This is an optimization exercise on Yosys and OpenROAD, whose aim is small area, not a production implementation. The RTL was checked by simulation tests, not by an equivalence proof against the original design. No activity file was given, so power comes from the tool's default toggle rates.

## flow/flow/run.sh

```bash
#!/bin/bash
# Standard ORFS layout with smaller port buffers and no CTS dummy loads.
set -euo pipefail
bash standard.sh \
  BUFFER_PORTS_ARGS="-buffer_cell sky130_fd_sc_hd__buf_1" \
  CTS_ARGS="-sink_clustering_enable -repair_clock_nets -dont_use_dummy_load -buf_list sky130_fd_sc_hd__clkbuf_8 -sink_clustering_size 16 -sink_clustering_max_diameter 70" \
  finish > standard_run.log 2>&1
```

## flow/standard.sh

```bash
#!/bin/bash
# synth_recipe.tcl (not shown) runs the flow's synth.tcl, then flattens the netlist and writes it again
# the make line also repeats each setting of config.mk as NAME=value (left out here)
make -C /OpenROAD-flow-scripts/flow DESIGN_CONFIG=/design/flow/config.mk WORK_HOME=/design/flow/orfs CLKGATE_MAP_FILE= SYNTH_SCRIPT=/design/flow/synth_recipe.tcl "${@:-finish}"
```

## flow/config.mk

```make
export PLATFORM = sky130hd
export DESIGN_NAME = bpred_top
export DESIGN_NICKNAME = bpred_top
export VERILOG_FILES = /design/flow/design.v
export SDC_FILE = /design/flow/constraint.sdc
export NUM_CORES = 4
export LEC_CHECK = 0
export CAP_MARGIN = 10
export CORE_MARGIN = 2
export CORE_UTILIZATION = 65
export CTS_BUF_LIST = sky130_fd_sc_hd__clkbuf_8
export CTS_CLUSTER_DIAMETER = 70
export CTS_CLUSTER_SIZE = 16
export SETUP_SLACK_MARGIN = 0.2
export SLEW_MARGIN = 10
export SYNTH_HIERARCHICAL = 1
export SYNTH_MINIMUM_KEEP_SIZE = 0
```

## flow/constraint.sdc

```tcl
create_clock -name core_clock -period 8.0 [get_ports {clk}]
set_input_delay 1.6000 -clock core_clock [delete_from_list [all_inputs] [get_ports {clk}]]
set_output_delay 1.6000 -clock core_clock [all_outputs]
set_load 0.01 [all_outputs]
```

## flow/design.v

```verilog
`default_nettype none
package bpred_pkg;
  typedef logic [32-1:0] pcT;
  typedef struct packed {
    logic call;
    logic ret;
    logic jump;
    logic branch;
  } iClassT;
  typedef struct packed {
    logic   valid;
    pcT     nextPc;
    iClassT iClass;
    logic   dirTaken;
  } predT;
  typedef struct packed {
    logic   valid;
    pcT     pc;
    iClassT iClass;
    logic   taken;
    pcT     target;
  } resolveT;
  typedef struct packed {
    logic bpWrong;
    logic dirWrong;
    logic classWrong;
  } reportT;
endpackage
`default_nettype wire
`timescale 1ns/100ps
`default_nettype none
module bp_rdmux #(
  parameter int N = 16,
  parameter int W = 1
) (
  input  logic [N-1:0]   sel,
  input  logic [N*W-1:0] data,
  output logic [W-1:0]   q
);
  logic [W-1:0] acc [N+1];
  assign acc[0] = '0;
  for (genvar i = 0; i < N; i++) begin : g_or
    assign acc[i+1] = acc[i] | (data[i*W +: W] & {W{sel[i]}});
  end
  assign q = acc[N];
endmodule
module bp_dec #(
  parameter int B = 4
) (
  input  logic [B-1:0]      idx,
  output logic [(1<<B)-1:0] sel
);
  for (genvar i = 0; i < (1 << B); i++) begin : g_sel
    assign sel[i] = (idx == B'(i));
  end
endmodule
module bp_dece #(
  parameter int B = 6
) (
  input  logic              en,
  input  logic [B-1:0]      idx,
  output logic [(1<<B)-1:0] sel
);
  for (genvar i = 0; i < (1 << B); i++) begin : g_sel
    assign sel[i] = en && (idx == B'(i));
  end
endmodule
module bp_inc4 (
  input  logic [31:0] a,
  output logic [31:0] y
);
  logic [31:0] c;
  logic [7:0]  bp;
  logic [8:0]  bc;
  assign bc[0] = 1'b1;
  for (genvar b = 0; b < 8; b++) begin : g_blk
    localparam int lo = 2 + 4*b;
    localparam int hi = (lo + 3 > 31) ? 31 : lo + 3;
    assign bp[b]   = &a[hi:lo];
    assign bc[b+1] = bc[b] & bp[b];
  end
  assign y[1:0] = a[1:0];
  assign c[1:0] = 2'b00;
  for (genvar k = 2; k < 32; k++) begin : g_bit
    if ((k - 2) % 4 == 0) begin : g_first
      assign c[k] = bc[(k-2)/4];
    end else begin : g_next
      assign c[k] = c[k-1] & a[k-1];
    end
    assign y[k] = a[k] ^ c[k];
  end
endmodule
module bp_ctr (
  input  logic       clk,
  input  logic       rstN,
  input  logic [5:0] ixF,
  output logic       dirF,
  input  logic       train,
  input  logic [5:0] ixE,
  input  logic       taken
);
  logic [127:0] ctrQ;
  logic [63:0]  selE;
  logic [1:0]   rdE, cntE, nxtE;
  assign dirF = ctrQ[{ixF, 1'b1}];
  bp_dece #(.B(6)) decE (.en(train), .idx(ixE), .sel(selE));
  bp_rdmux #(.N(64), .W(2)) rCtrE (.sel(selE), .data(ctrQ), .q(rdE));
  assign cntE = rdE ^ 2'b01;
  always_comb begin
    nxtE = cntE;
    if (taken && cntE != 2'b11)  nxtE = cntE + 2'b01;
    if (!taken && cntE != 2'b00) nxtE = cntE - 2'b01;
  end
  always_ff @(posedge clk or negedge rstN) begin
    if (!rstN) begin
      ctrQ <= '0;
    end else begin
      for (int i = 0; i < 64; i++) begin
        if (selE[i]) ctrQ[i*2 +: 2] <= nxtE ^ 2'b01;
      end
    end
  end
endmodule
module bp_btb (
  input  logic        clk,
  input  logic        rstN,
  input  logic [31:0] pcF,
  output logic        hitF,
  output logic [31:0] tgtF,
  output logic [1:0]  clsF,
  input  logic        train,
  input  logic [31:0] pcE,
  input  logic [3:0]  clsE,
  input  logic [31:0] tgtE
);
  logic [15:0]      vldQ;
  logic [16*26-1:0] tagQ;
  logic [16*32-1:0] tgtQ;
  logic [16*2-1:0]  clsQ;
  logic [15:0] selF, selE;
  logic [25:0] tagRdF, tagRdE;
  logic        vldRdF, vldRdE, hitE, isCtrlE;
  bp_dec #(.B(4)) decF (.idx(pcF[5:2]), .sel(selF));
  bp_dece #(.B(4)) decE (.en(train), .idx(pcE[5:2]), .sel(selE));
  bp_rdmux #(.N(16), .W(26)) rTagF (.sel(selF), .data(tagQ), .q(tagRdF));
  bp_rdmux #(.N(16), .W(32)) rTgtF (.sel(selF), .data(tgtQ), .q(tgtF));
  bp_rdmux #(.N(16), .W(2))  rClsF (.sel(selF), .data(clsQ), .q(clsF));
  bp_rdmux #(.N(16), .W(1))  rVldF (.sel(selF), .data(vldQ), .q(vldRdF));
  bp_rdmux #(.N(16), .W(26)) rTagE (.sel(selE), .data(tagQ), .q(tagRdE));
  bp_rdmux #(.N(16), .W(1))  rVldE (.sel(selE), .data(vldQ), .q(vldRdE));
  assign hitF    = vldRdF && (tagRdF == pcF[31:6]);
  assign hitE    = vldRdE && (tagRdE == pcE[31:6]);
  assign isCtrlE = |clsE;
  always_ff @(posedge clk or negedge rstN) begin
    if (!rstN) begin
      vldQ <= '0;
    end else begin
      for (int i = 0; i < 16; i++) begin
        if (selE[i] && isCtrlE)   vldQ[i] <= 1'b1;
        else if (selE[i] && hitE) vldQ[i] <= 1'b0;
      end
    end
  end
  always_ff @(posedge clk) begin
    for (int i = 0; i < 16; i++) begin
      if (isCtrlE && selE[i]) begin
        tagQ[i*26 +: 26] <= pcE[31:6];
        tgtQ[i*32 +: 32] <= tgtE;
        clsQ[i*2 +: 2]   <= {clsE[3] | clsE[2], clsE[1] | clsE[2]};
      end
    end
  end
endmodule
module bp_ras (
  input  logic        clk,
  input  logic        rstN,
  output logic [31:0] topF,
  input  logic        push,
  input  logic        pop,
  input  logic [31:0] link
);
  logic [4*32-1:0] rasQ;
  logic [3:0]      wrQ;
  logic [1:0]      ptrQ;
  logic [3:0]      selT, selW;
  logic [31:0]     rd;
  bp_dec #(.B(2)) decW (.idx(ptrQ), .sel(selW));
  bp_dec #(.B(2)) decT (.idx(ptrQ - 2'd1), .sel(selT));
  bp_rdmux #(.N(4), .W(32)) rTop (.sel(selT & wrQ), .data(rasQ), .q(topF));
  always_ff @(posedge clk or negedge rstN) begin
    if (!rstN) begin
      ptrQ <= '0;
      wrQ  <= '0;
    end else if (push) begin
      ptrQ <= ptrQ + 2'd1;
      wrQ  <= wrQ | selW;
    end else if (pop) begin
      ptrQ <= ptrQ - 2'd1;
    end
  end
  always_ff @(posedge clk) begin
    for (int i = 0; i < 4; i++) begin
      if (push && selW[i]) rasQ[i*32 +: 32] <= link;
    end
  end
endmodule
module bpred_top (
  input  logic        clk,
  input  logic        rstN,
  input  logic        stall,
  input  logic        flush,
  input  logic        fetchValid,
  input  logic [31:0] pcF,
  output logic        predValidF,
  output logic [31:0] predNextPcF,
  output logic [3:0]  predClassF,
  output logic        predDirTakenF,
  input  logic        resolveValidE,
  input  logic [31:0] resolvePcE,
  input  logic [3:0]  resolveClassE,
  input  logic        resolveTakenE,
  input  logic [31:0] resolveTargetE,
  output logic        bpWrongE,
  output logic [31:0] pcCorrectE,
  output logic [2:0]  reportM
);
  logic [2:0]  kindD, kindE;
  logic [31:0] npcD, npcE;
  logic [5:0]  ixD, ixE;
  logic        trainE;
  logic        hitF, dirF;
  logic [31:0] tgtF, rasTopF, linkE;
  logic [1:0]  clsF;
  logic [31:0] pcPlus4F;
  bp_inc4 incF (.a(pcF), .y(pcPlus4F));
  assign trainE = resolveValidE && !stall;
  bp_inc4 incE (.a(resolvePcE), .y(linkE));
  bp_ctr ctr (
    .clk, .rstN, .ixF(pcF[7:2]), .dirF,
    .train(trainE && resolveClassE[0]), .ixE, .taken(resolveTakenE)
  );
  bp_btb btb (
    .clk, .rstN, .pcF, .hitF, .tgtF, .clsF,
    .train(trainE), .pcE(resolvePcE), .clsE(resolveClassE), .tgtE(resolveTargetE)
  );
  bp_ras ras (
    .clk, .rstN, .topF(rasTopF),
    .push(trainE && resolveClassE[3]), .pop(trainE && resolveClassE[2]),
    .link(linkE)
  );
  logic isRetF, isJmpF, isCallF, isBrF;
  assign isRetF  = hitF &&  clsF[1] &&  clsF[0];
  assign isCallF = hitF &&  clsF[1] && !clsF[0];
  assign isJmpF  = hitF && !clsF[1] &&  clsF[0];
  assign isBrF   = hitF && !clsF[1] && !clsF[0];
  always_comb begin
    if (isRetF)
      predNextPcF = rasTopF;
    else if (isCallF || isJmpF || (isBrF && dirF))
      predNextPcF = tgtF;
    else
      predNextPcF = pcPlus4F;
  end
  assign predValidF    = fetchValid;
  assign predClassF    = {isCallF, isRetF, isJmpF, isBrF};
  assign predDirTakenF = dirF;
  logic [2:0] kindF;
  always_comb begin
    if (!fetchValid)  kindF = 3'd0;
    else if (isBrF)   kindF = {2'b11, dirF};
    else if (isJmpF)  kindF = 3'd2;
    else if (isRetF)  kindF = 3'd3;
    else if (isCallF) kindF = 3'd4;
    else              kindF = 3'd1;
  end
  always_ff @(posedge clk or negedge rstN) begin
    if (!rstN) begin
      kindD <= '0;
      ixD   <= '0;
      kindE <= '0;
      ixE   <= '0;
    end else if (flush) begin
      kindD <= '0;
      ixD   <= '0;
      kindE <= '0;
      ixE   <= '0;
    end else if (!stall) begin
      kindD <= kindF;
      ixD   <= pcF[7:2];
      kindE <= kindD;
      ixE   <= ixD;
    end
  end
  always_ff @(posedge clk) begin
    if (!stall) begin
      npcD <= predNextPcF;
      npcE <= npcD;
    end
  end
  logic checkE, pBrE, pJmpE, pRetE, pCallE, dirWrongE, classWrongE;
  assign pcCorrectE = resolveTakenE ? resolveTargetE : linkE;
  assign checkE = resolveValidE && (kindE != 3'd0);
  assign pBrE   = kindE[2] &&  kindE[1];
  assign pCallE = kindE[2] && !kindE[1];
  assign pJmpE  = kindE == 3'd2;
  assign pRetE  = kindE == 3'd3;
  assign bpWrongE    = checkE && (npcE != pcCorrectE);
  assign dirWrongE   = checkE && resolveClassE[0] && pBrE && (kindE[0] != resolveTakenE);
  assign classWrongE = checkE && ({pCallE, pRetE, pJmpE, pBrE} != resolveClassE);
  always_ff @(posedge clk or negedge rstN) begin
    if (!rstN) begin
      reportM <= '0;
    end else if (flush) begin
      reportM <= '0;
    end else if (!stall) begin
      reportM <= {bpWrongE, dirWrongE, classWrongE};
    end
  end
endmodule
`default_nettype wire
```

==> flow_summary.toml, run 1 <==
[outcome]
status = "complete, no violations"

[logic_synthesis]
syn_nets = 3577
synth_common_cells = "1152 x edfxtp_1, 384 x a22o_1, 371 x a221oi_1"
syn_area_per_cell_um2 = 16.0
synth_compound_area_frac = 0.154
yosys_warnings = 22
synth_fa_ha_area_frac = 0.0100
syn-cell-area_um2 = 55000
async_flop_share = 0.129
synth_top_family_by_area = "compound AO/OA/AOI/OAI gates"
synth_top_area_share = 0.629
synthTopCellsByArea = "edfxtp_1 63%, dfrtp_1 7.8%, a22o_1 6.1%"
ys_ff_latch = 1323
syn_inst = 3426
synth-xor-area-share = 0.0170
yosysMostFrequentCell = "edfxtp_1"
yosys.cell_types.count = 75
ys_seq_area_frac = 0.707
yosysTopAreaCell = "edfxtp_1"
synth-simple-area-share = 0.0578
synthFlopType = "edfxtp_1"
synth_edf_count = 1152
muxShareOfSynthArea = 0.0234

[routing]
viasPerCell = 7.62
drc = 0
first_iter_violations = 5883
totalWireLength_um = 176000
num_vias = 36400
ant_nets = 0
firstDrtPassIters = 8
wl_per_cell_um = 36.7

[timing]
worst_slew_margin_rel = 0.155
worst_hold_slack_ns = 0.413
worstMarginPinSlew_ns = 1.27
min_period_ns = 7.72
period_share = 0.965
worst_slack_ns = 0.283
rsz0062_at_grt = "false"
clock_skew_ns = 0.0654
final.setup.tns_ns = 0
fmax_mhz = 130
maxSlewViolCount = 0
setup_viol = 0
hold_violations = 0

[power_and_ir_drop]
switching_power_mw = 3.21
switching_share = 0.259
pwr-share-seq = 0.629
intPower_mw = 9.16
power_frac_comb = 0.122
p_leak_nw = 19.6
power.share.clock = 0.249
p_total_mw = 12.4
vdd_drop_max_v = 0.000198
power_density_nw_per_um2 = 212

[global_routing]
antenna_found_initial = 9
grt_use_met2 = 0.608
globalRouteMet3Util = 0.110
top_usage_layer = "met2"
grt_max_degree = 77
grt_pass1_vias = 35000
grt.overflow.total = 0
gr-usage-met1 = 0.552
grt.total_usage = 0.403
grt_pass1_wl_um = 247000

[hold_path]
hold_depth = 0
holdCritStartpoint = "npcD[3]"
hold_path_end = "npcE[3]"
hp-class = "reg -> reg"

[setup_path]
required_ns = 6.40
arrival_ns = 6.12
worstReg2RegStart = "ixE[5]"
timing.rr.end = "ctr.ctrQ[101]"
end_kind = "output pin"
path_max_fanout = 26
ff2ff_setup_slack_ns = 2.96
critPathKind = "in -> out"
start_kind = "input port"
ff2ff_path_depth = 12

[final_layout]
fillers = 5635
layout-drive-gt1-share = 0.110
area_growth_pct = 6.19
fin_nets = 3797
utilization = 0.697

[placed_design]
dpl_worst_slack_ns = 0.221
dpl.hpwl_um = 109000
gp_congestion = 0.954
portBuffers = 180

[clocking]
numCtsBuffers = 92
tritoncts = "done"
clkTransAtPathRegs_ns = 0.10
insertion_delay_ns = 0.80
htree_levels = 3
hold_buffers = 0
root_buffer = "clkbuf_8"
clkSinkCount = 1323
ctsLongestPathBuffers = 3

[floorplanning]
start_util = 0.657
core_area_um2 = 83700
die_area_um2 = 86900
row_count = 106
fp.dieH_um = 295
die_w_um = 295
pin_count = 181

[run]
max_cap_violations = 0
-- kinds of logic after synthesis --
group / Yosys count
AO/OA/AOI/OAI: 1036
XOR/XNOR: 106
adder cells (fa/ha/maj): 44
buffers and inverters: 234
flip-flops: 1323
multiplexers: 99
AND/OR/NAND/NOR: 584
-- per-module statistics from Yosys, one instance, submodules excluded, a selection --
module / times used / flops+latches
bp_btb: 1 / 976
bp_ctr: 1 / 128
bpred_top: 1 / 85
bp_ras: 1 / 134
bp_inc4: 2 / 0
-- state kept, by name (all words and copies together), names as in the netlist, 4 cells and up --
signal,cells
btb.vldQ,16
ctr.ctrQ,128
btb.clsQ,32
npcE,32
btb.tgtQ,512
ixE,6
ras.wrQ,4
ras.rasQ,128
ixD,6
npcD,32
btb.tagQ,416
-- how the worst max path moves through the flow --
stage	startpoint	end	cells past startpoint
global route	pcF[5]	predNextPcF[17]	19
detailed placement	pcF[3]	predNextPcF[17]	18
CTS	pcF[4]	predNextPcF[8]	19
global placement	pcF[3]	predNextPcF[8]	19
floorplan	pcF[3]	predNextPcF[0]	16
finish	pcF[5]	predNextPcF[0]	19
-- cells in the final DEF (no fill, tap or decap), types with 10 or more instances in the layout --
master,n
xnor2_1,49
nor2_2,12
clkbuf_8,92
a41oi_1,16
buf_1,175
buf_4,149
nor2b_4,10
buf_12,14
xor2_1,54
nor4_1,10
mux2_2,14
nand4_1,124
o21ai_0,29
nor2_1,241
a22oi_1,66
a221oi_2,14
a21oi_1,131
dfrtp_1,171
edfxtp_1,1152
a221oi_1,371
mux2i_1,53
inv_1,16
mux2_4,20
nand2_1,70
a22o_1,384
ha_1,44
-- metrics by stage --
stage                     instances  area [um^2]
after floorplan                3426        55000
after global placement         4682        57000
after detailed placement       4682        57000
after CTS                      4774        58300
after global routing           4781        58400
final                          4782        58400
-- metal layers --
metal | vias to the layer above | share of wire
li1 | 14600 | -
met2 | 2942 | 0.45
met4 | 10 | 0.053
met3 | 596 | 0.14
met1 | 18300 | 0.36
met5 | - | 0.00036
-- power by group through the flow --
stage / clock network [mW] / logic, mW / registers (mW)
detailed placement: 0 / 1.45 / 7.93
floorplan: 0 / 0.848 / 7.91
CTS: 3.07 / 1.46 / 7.78
global route: 3.29 / 1.56 / 7.80
global placement: 0 / 1.42 / 7.92
finish: 3.08 / 1.51 / 7.78
-- layout make-up --
cell class | instances | area [um^2] | area share
antenna | 4 | 10.0 | 0.000171
clock buffer | 92 | 1270 | 0.0217
inverter | 17 | 65.1 | 0.00111
multi-input combinational | 1870 | 14700 | 0.251
sequential | 1323 | 38900 | 0.666
tap | 1134 | 1420 | 0.0243
timing repair buffer | 342 | 2080 | 0.0357
-- what timing repair did --
item,in CTS,in global routing
endpoints found under the setup margin,1,32
pin swaps,0,5
cloned,0,1
setup buffers,0,3
resized for setup,1,13
-- worst max-delay path: stages --
cell,delay [ns]
buf_1,0.12
buf_12,0.20
and4bb_4,0.34
buf_4,0.21
a22o_1,0.21
a221oi_1,0.22
nand4_1,0.26
xnor2_2,0.36
nand4_1,0.11
or4_1,0.52
nor4_2,0.31
buf_4,0.23
a21boi_0,0.19
buf_4,0.15
o31ai_4,0.12
buf_12,0.24
mux2i_1,0.14
o21ai_0,0.31
buf_1,0.19
==> run 2, diff against run 1 <==
--- a/flow/config.mk
+++ b/flow/config.mk
@@ -8,5 +8,5 @@
 export CAP_MARGIN = 10
 export CORE_MARGIN = 2
-export CORE_UTILIZATION = 65
+export CORE_UTILIZATION = 55
 export CTS_BUF_LIST = sky130_fd_sc_hd__clkbuf_8
 export CTS_CLUSTER_DIAMETER = 70
==> run 2 against run 1 <==
Against the previous run:
- power increased by 0.93%
- core utilization decreased by 10 points
- design area increased by 0.70%
- global-route usage decreased by 4.3 points
- first-iteration DRC count decreased by 4.2%
- wire length increased by 7.1%
- synthesized cell count unchanged
- die area increased by 18%
- critical endpoint is now predNextPcF[8]
- clock power increased by 3%
- clock skew increased by 0.034 ns
- area after synthesis unchanged
==> flow_summary.toml, run 2 <==
[routing]
viasPerCell = 7.38
wl_per_cell_um = 38.1
drc = 0
ant_nets = 0
first_iter_violations = 5636
firstDrtPassIters = 8
totalWireLength_um = 188000
num_vias = 36400

[floorplanning]
die_w_um = 320
pin_count = 181
row_count = 115
start_util = 0.557
die_area_um2 = 102000
core_area_um2 = 98700
fp.dieH_um = 320

[timing]
hold_violations = 0
fmax_mhz = 131
setup_viol = 0
worst_slew_margin_rel = 0.154
clock_skew_ns = 0.0993
maxSlewViolCount = 0
worstMarginPinSlew_ns = 1.26
period_share = 0.952
min_period_ns = 7.62
worst_slack_ns = 0.381
rsz0062_at_grt = "false"
worst_hold_slack_ns = 0.428
final.setup.tns_ns = 0

[clocking]
tritoncts = "done"
clkTransAtPathRegs_ns = 0.09
hold_buffers = 0
clkSinkCount = 1323
root_buffer = "clkbuf_8"
cts_setup_buffers = 0
ctsLongestPathBuffers = 3
insertion_delay_ns = 0.81
numCtsBuffers = 96
htree_levels = 3

[placed_design]
dpl_worst_slack_ns = 0.203
gp_congestion = 0.946
portBuffers = 180
dpl.hpwl_um = 114000
dp_cells = 4836

[final_layout]
multi_input_area_um2 = 14700
layout_commonest_cell = "edfxtp_1"
top_register = "btb.tgtQ"
fin_nets = 3802
fin_cells = 4939
seq_area_um2 = 38900
layout-drive-gt1-share = 0.111
area_growth_pct = 6.93
reg_top3 = "btb.tgtQ x512, btb.tagQ x416"
fillers = 7484
largest_reg_flops = 512
mostFrequentLayoutCells = "1152 x edfxtp_1, 384 x a22o_1, 371 x a221oi_1"

[setup_path]
ff2ff_setup_slack_ns = 2.87
cpMaxStageDelayCell = "or4_1"
slowest_delay_ns = 0.62
cp_top_family = "simple AND/OR/NAND/NOR gates"
end_kind = "output pin"
cp_cell_sequence = "buf_4 -> and4b_4 -> a22o_1 -> a221oi_1 -> nand4_1 -> xnor2_1 -> nand4_1 -> or4_1 -> nor4_2 -> buf_4 -> a21boi_0 -> buf_4 -> o31ai_4 -> buf_12 -> mux2i_1 -> o21ai_0 -> buf_4 -> buf_1"
start_kind = "input port"
cpMostUsedCell = "buf_4"
path_buf_inv = 6
path_max_fanout = 32
critPathKind = "in -> out"
required_ns = 6.40
arrival_ns = 6.02

[global_routing]
grt_pass1_vias = 34800
antenna_found_initial = 11
grt_max_degree = 78
grt.overflow.total = 0
grt_pass1_wl_um = 261000
grt.total_usage = 0.360

[logic_synthesis]
synth_common_cells = "1152 x edfxtp_1, 384 x a22o_1, 371 x a221oi_1"
syn_area_per_cell_um2 = 16.0
yosysMostFrequentCell = "edfxtp_1"
synth_top_area_share = 0.629
synthTopCellsByArea = "edfxtp_1 63%, dfrtp_1 7.8%, a22o_1 6.1%"
synthFlopType = "edfxtp_1"
syn-cell-area_um2 = 55000
syn_nets = 3577
yosys_warnings = 22
yosysTopAreaCell = "edfxtp_1"
synth_edf_count = 1152
yosys.cell_types.count = 75
syn_inst = 3426
async_flop_share = 0.129
ys_seq_area_frac = 0.707
ys_ff_latch = 1323

[hold_path]
hp-class = "reg -> reg"

[power_and_ir_drop]
vdd_drop_max_v = 0.000226
power_density_nw_per_um2 = 212
p_leak_nw = 19.7

[run]
max_cap_violations = 0

[outcome]
status = "complete, no violations"
[run 2: cell counts after synthesis]
Identical to the previous run, type by type.
[run 2: final timing paths]
| check | cells after the start | from | end |
|---|---|---|---|
| worst min-delay path | 0 | npcD[4] | npcE[4] |
| max in group asynchronous | 2 | rstN | ctr.ctrQ[47] |
| worst max-delay path | 18 | pcF[4] | predNextPcF[8] |
| min in group asynchronous | 1 | rstN | ctr.ctrQ[98] |
| worst max register to register | 12 | ixE[5] | ctr.ctrQ[23] |
| worst min register to register | 0 | npcD[4] | npcE[4] |
[run 2: logic make-up (layout without fill, tap and decap cells)]
kind of cell	Yosys count	count (layout)	synth area share
AO/OA/AOI/OAI	1036	1036	0.154
XOR/XNOR	106	106	0.0170
adder cells (fa/ha/maj)	44	44	0.0100
buffers and inverters	234	453	0.0309
flip-flops	1323	1323	0.707
multiplexers	99	99	0.0234
other	0	3	0
AND/OR/NAND/NOR	584	588	0.0578
[run 2: routing by layer]
metal / part of all wire / track usage / vias to the layer above
met5: 0.00043 / 0 / -
met4: 0.046 / 0.146 / 12
li1: - / - / 14600
met3: 0.12 / 0.0901 / 505
met1: 0.38 / 0.498 / 18700
met2: 0.45 / 0.550 / 2564
[run 2: area by class of cell]
cell class / instances / area share
multi-input combinational: 1873 / 0.251
inverter: 17 / 0.00111
clock buffer: 96 / 0.0225
timing repair buffer: 340 / 0.0368
sequential: 1323 / 0.661
tap: 1287 / 0.0274
antenna: 3 / 0.000128
[run 2: what timing repair did]
action	CTS	global route
gates cloned	0	4
setup endpoints to repair	1	31
gates resized for setup	1	20
pin swaps	0	5
[run 2: modules after synthesis, one instance, submodules excluded, a selection]
module,area [um^2],times used,flops+latches,cells inside
bp_ras,4120,1,134,153
bp_inc4,463,2,0,47
bpred_top,4450,1,85,353
bp_ctr,5080,1,128,463
bp_btb,30200,1,976,1101
[run 2: per-stage QoR]
step / total power [mW] / cell area (um^2) / utilization
after global placement: 9.38 / 57300 / 0.581
after floorplan: 8.75 / 55000 / -
after detailed placement: 9.41 / 57400 / 0.581
after CTS: 12.5 / 58700 / 0.595
final: 12.5 / 58800 / 0.595
after global routing: 12.8 / 58800 / 0.595
[run 2: report_power, final]
part | total (mW) | switching [mW] | internal, mW
combinational | 1.52 | 1.08 | 0.444
sequential | 7.79 | 0.102 | 7.69
clock | 3.18 | 2.10 | 1.07
total | 12.5 | 3.28 | 9.20

[static timing again, ports no longer ideal]
The flow's constraints put no driver on any port. The routed layouts listed below were extracted and timed again, unchanged, in two steps. Step 1 assumes that a clkbuf_16 drives the clock port and a buf_2 every other input. Step 2, shift: input delay + t, output delay - t, t = (earliest + latest rising clock arrival at the registers) / 2. This alone moves slack from input paths to output paths. a / b / c = no drivers / after step 1 / after step 2; a / b = the first two.
| run | shift t [ns] | setup slack, ns | worst setup path after step 2 | worst register clock-pin slew, ns | worst slew at a driven data input, ns |
|---|---|---|---|---|---|
| run 1 | 0.843 | 0.283 / 0.253 / 0.253 | input to output | 0.11 / 0.11 | 0.15 |
| run 2 | 0.831 | 0.381 / 0.235 / 0.235 | input to output | 0.11 / 0.11 | 0.17 |
After both steps every run listed still meets setup and hold. For run 2, which loses most, drivers alone change the setup slack by -0.146 ns; drivers and shift together by -0.146 ns.
